What follows belongs to an exercise in optimizing a design on an open flow for small area; a production flow would make more cautious choices. The RTL was checked by simulation tests, not by an equivalence proof against the original design. Power and IR drop assume default switching activity.

alpha:
## clustered_greens_rom
module clustered_greens_rom (
  input  logic         clk,
  input  logic         rst,
  input  logic [7:0]   me,
  input  logic [23:0]  coords_x,
  input  logic [23:0]  coords_y,
  input  logic [23:0]  coords_z,
  output logic [255:0] rdata
);
  logic [7:0][3:0] e_in;
  logic [23:0]     l_in;
  logic [3:0]      t_in;
  logic [2:0]      c_in;
  for (genvar p = 0; p < 8; p++) begin : g_enc
    grom_enc enc_i (
      .i ({coords_z[3*p +: 3], coords_y[3*p +: 3], coords_x[3*p +: 3]}),
      .o (e_in[p])
    );
    assign l_in[3*p +: 3] = e_in[p][2:0];
  end
  for (genvar j = 0; j < 4; j++) begin : g_pair
    assign t_in[j] = e_in[j][3] | e_in[7-j][3];
  end
  assign c_in = {coords_z[0], coords_y[0], coords_x[0]};
  logic [5:0][23:0] l_q;
  logic [5:0][3:0]  t_q;
  logic [5:0][2:0]  c_q;
  logic [23:0]      l_6;
  logic [3:0]       t_6;
  logic [7:0]       x_6;
  logic [7:0]       maj_6;
  always_ff @(posedge clk) begin
    l_q[0] <= l_in;
    t_q[0] <= t_in;
    c_q[0] <= c_in;
    for (int i = 1; i < 6; i++) begin
      l_q[i] <= l_q[i-1];
      t_q[i] <= t_q[i-1];
      c_q[i] <= c_q[i-1];
    end
    l_6 <= l_q[5];
    t_6 <= t_q[5];
    for (int q = 0; q < 8; q++) begin
      x_6[q]   <= (^(c_q[5] ^ 3'(q))) ^ l_q[5][3*q];
      maj_6[q] <= ((c_q[5][0] ^ q[0]) & (c_q[5][1] ^ q[1])) |
                  ((c_q[5][0] ^ q[0]) & (c_q[5][2] ^ q[2])) |
                  ((c_q[5][1] ^ q[1]) & (c_q[5][2] ^ q[2]));
    end
  end
  logic [7:0][24:0] v;
  for (genvar p = 0; p < 8; p++) begin : g_dec
    grom_dec_x dec_i (.i({maj_6[p], x_6[p], t_6[p < 4 ? p : 7 - p], l_6[3*p +: 3]}), .o(v[p]));
  end
  for (genvar p = 0; p < 8; p++) begin : g_out
    assign rdata[32*p +: 32] = {7'd0, v[p]};
  end
endmodule
For scale: roughly 230 flip-flops, roughly 0.014 sq mm of cells after synthesis.
export LEC_CHECK = 0
export CAP_MARGIN = 20
export CORE_MARGIN = 2
export CORE_UTILIZATION = 62
export GPL_TIMING_DRIVEN = 0
export PLACE_DENSITY = 0.8
export SETUP_SLACK_MARGIN = 0.1
export SLEW_MARGIN = 20
create_clock -name core_clock -period 3.0 [get_ports {clk}]
standard.sh (not shown) runs the stock make flow with config.mk's settings and CLKGATE_MAP_FILE= SYNTH_SCRIPT=/design/flow/synth_recipe.tcl, a recipe that flattens the netlist after the stock synthesis.
==> flow/flow/run.sh <==
#!/bin/bash
# Own flow: the standard layout (standard.sh) with these changes:
#  - synthesis: ABC maps the combinational logic with flow/abc_area.script instead of ORFS's
#    script, and Yosys's full-adder extraction is skipped (the logic is already gate-level);
#    registers, flattening and renaming are the standard synthesis's.
#  - floorplan: the buffers synthesis leaves (Yosys's insbuf on aliased nets) are removed
#    (REMOVE_ABC_BUFFERS=1), as the standard flow does with timing-driven placement.
#  - placement: the port buffers are sky130_fd_sc_hd__buf_1 (every input and output port still
#    gets one) instead of the resizer's choice of a clkdlybuf4s50 delay cell.
#  - clock tree: TritonCTS as standard but with no
#    dummy loads; it is still a balanced tree from the clock port to every register.
set -euo pipefail
W=$PWD
{
  echo 'proc abc {args} {'
  echo '  set i [lsearch -exact $args -script]'
  echo "  if {\$i >= 0} { lset args [expr {\$i + 1}] $W/flow/abc_area.script }"
  echo '  yosys abc {*}$args'
  echo '}'
  echo '# adders stay plain logic for ABC'
  echo 'proc extract_fa {args} {}'
  cat synth_recipe.tcl
} > own_synth.tcl
export BUFFER_PORTS_ARGS="-buffer_cell sky130_fd_sc_hd__buf_1"
export CTS_ARGS="-sink_clustering_enable -repair_clock_nets -dont_use_dummy_load"
bash standard.sh SYNTH_SCRIPT="$W/own_synth.tcl" synth > synth_make.log 2>&1
bash standard.sh SYNTH_SCRIPT="$W/own_synth.tcl" REMOVE_ABC_BUFFERS=1 finish > layout_make.log 2>&1
==> flow/flow/abc_area.script <==
strash
&get -n
&b -d
&dch -f
&nf -p -R 1000
&put
topo
upsize -D 1100
dnsize -D 1100
topo
stime -c
Changes in beta relative to alpha:
# alpha
export LEC_CHECK = 0
export CAP_MARGIN = 20
export CORE_MARGIN = 2
export CORE_UTILIZATION = 62
export GPL_TIMING_DRIVEN = 0
export PLACE_DENSITY = 0.8
export SETUP_SLACK_MARGIN = 0.1
export SLEW_MARGIN = 20
create_clock -name core_clock -period 3.0 [get_ports {clk}]
# beta
export LEC_CHECK = 0
export CAP_MARGIN = 20
export CORE_MARGIN = 2
export CORE_UTILIZATION = 62
export GPL_TIMING_DRIVEN = 0
export SETUP_SLACK_MARGIN = 0.1
export SLEW_MARGIN = 20
create_clock -name core_clock -period 3.0 [get_ports {clk}]
Final setup skew: beta vs alpha up 10 ps
beta improves on alpha in cell area.
Between alpha and beta, the final design utilization is lower for beta.
The run showing the greater clock power is alpha.
On sequential share of layout area: between alpha and beta, it ends up higher for beta.
Relative to alpha, transition at the pin with the smallest max-transition slack has decreased by 51 ps in beta.
Between alpha and beta, final cycle utilization of the critical path is higher for beta, alpha comes in under that.
Worst min-delay path category = reg -> reg: alpha; worst min-delay path category = in -> reg: beta
On relative area of clock buffers and inverters in the final design, alpha and beta are basically level.

* * *

Starting RTL as in the previous note.
==> flow/config.mk <==
export PLATFORM = sky130hd
export DESIGN_NAME = clustered_greens_rom
export DESIGN_NICKNAME = clustered_greens_rom
export VERILOG_FILES = /design/flow/design.v
export SDC_FILE = /design/flow/constraint.sdc
export NUM_CORES = 4
export LEC_CHECK = 0
export CAP_MARGIN = 20
export CORE_MARGIN = 2
export CORE_UTILIZATION = 45
export GPL_TIMING_DRIVEN = 0
export SETUP_SLACK_MARGIN = 0.1
export SLEW_MARGIN = 20
==> flow/constraint.sdc <==
create_clock -name core_clock -period 3.0 [get_ports {clk}]
set_input_delay 0.6000 -clock core_clock [delete_from_list [all_inputs] [get_ports {clk}]]
set_output_delay 0.6000 -clock core_clock [all_outputs]
set_load 0.01 [all_outputs]
Scripts as last shown in full above: flow/flow/run.sh, flow/flow/abc_area.script
The first run ran to the end with no violations.
Edit:
--- a/flow/config.mk
+++ b/flow/config.mk
@@ -8,6 +8,6 @@
 export CAP_MARGIN = 20
 export CORE_MARGIN = 2
-export CORE_UTILIZATION = 45
+export CORE_UTILIZATION = 62
 export GPL_TIMING_DRIVEN = 0
-export SETUP_SLACK_MARGIN = 0.1
+export SETUP_SLACK_MARGIN = 0.03
 export SLEW_MARGIN = 20
The new run finished with timing, DRC and antenna clean.
Wire length fell by 5.4%.
Design area drops by 4.2%.
Worst hold slack gets worse by 23 ps.
Via count went down by 1.3%.
Worst setup slack is worse by 40 ps.
Utilization went up by 16 points.

==> static timing again, ports no longer ideal <==
In the flow no input, the clock included, has a driving cell. The finished layouts below were timed again as built, in two steps. Step 1 assumes that a clkbuf_16 drives the clock port and a buf_2 every other input. Step 2 also shifts input and output timing later by t, the mid clock arrival at the registers, as if the neighbouring blocks saw the same clock. a / b / c = ideal ports / drivers / drivers and shift; a / b = the first two.
| run | t (ns) | setup WS [ns] | worst register clock-pin slew, ns |
|---|---|---|---|
| alpha | 0.502 | 0.140 / 0.102 / 0.605 | 0.06 / 0.06 |
| beta | 0.501 | 0.103 / 0.065 / 0.566 | 0.06 / 0.06 |
| the first run of note 2 | 0.518 | 0.143 / 0.101 / 0.618 | 0.06 / 0.06 |
| the second run of note 2 | 0.502 | 0.103 / 0.064 / 0.566 | 0.06 / 0.06 |
After both steps every run listed still meets setup and hold.
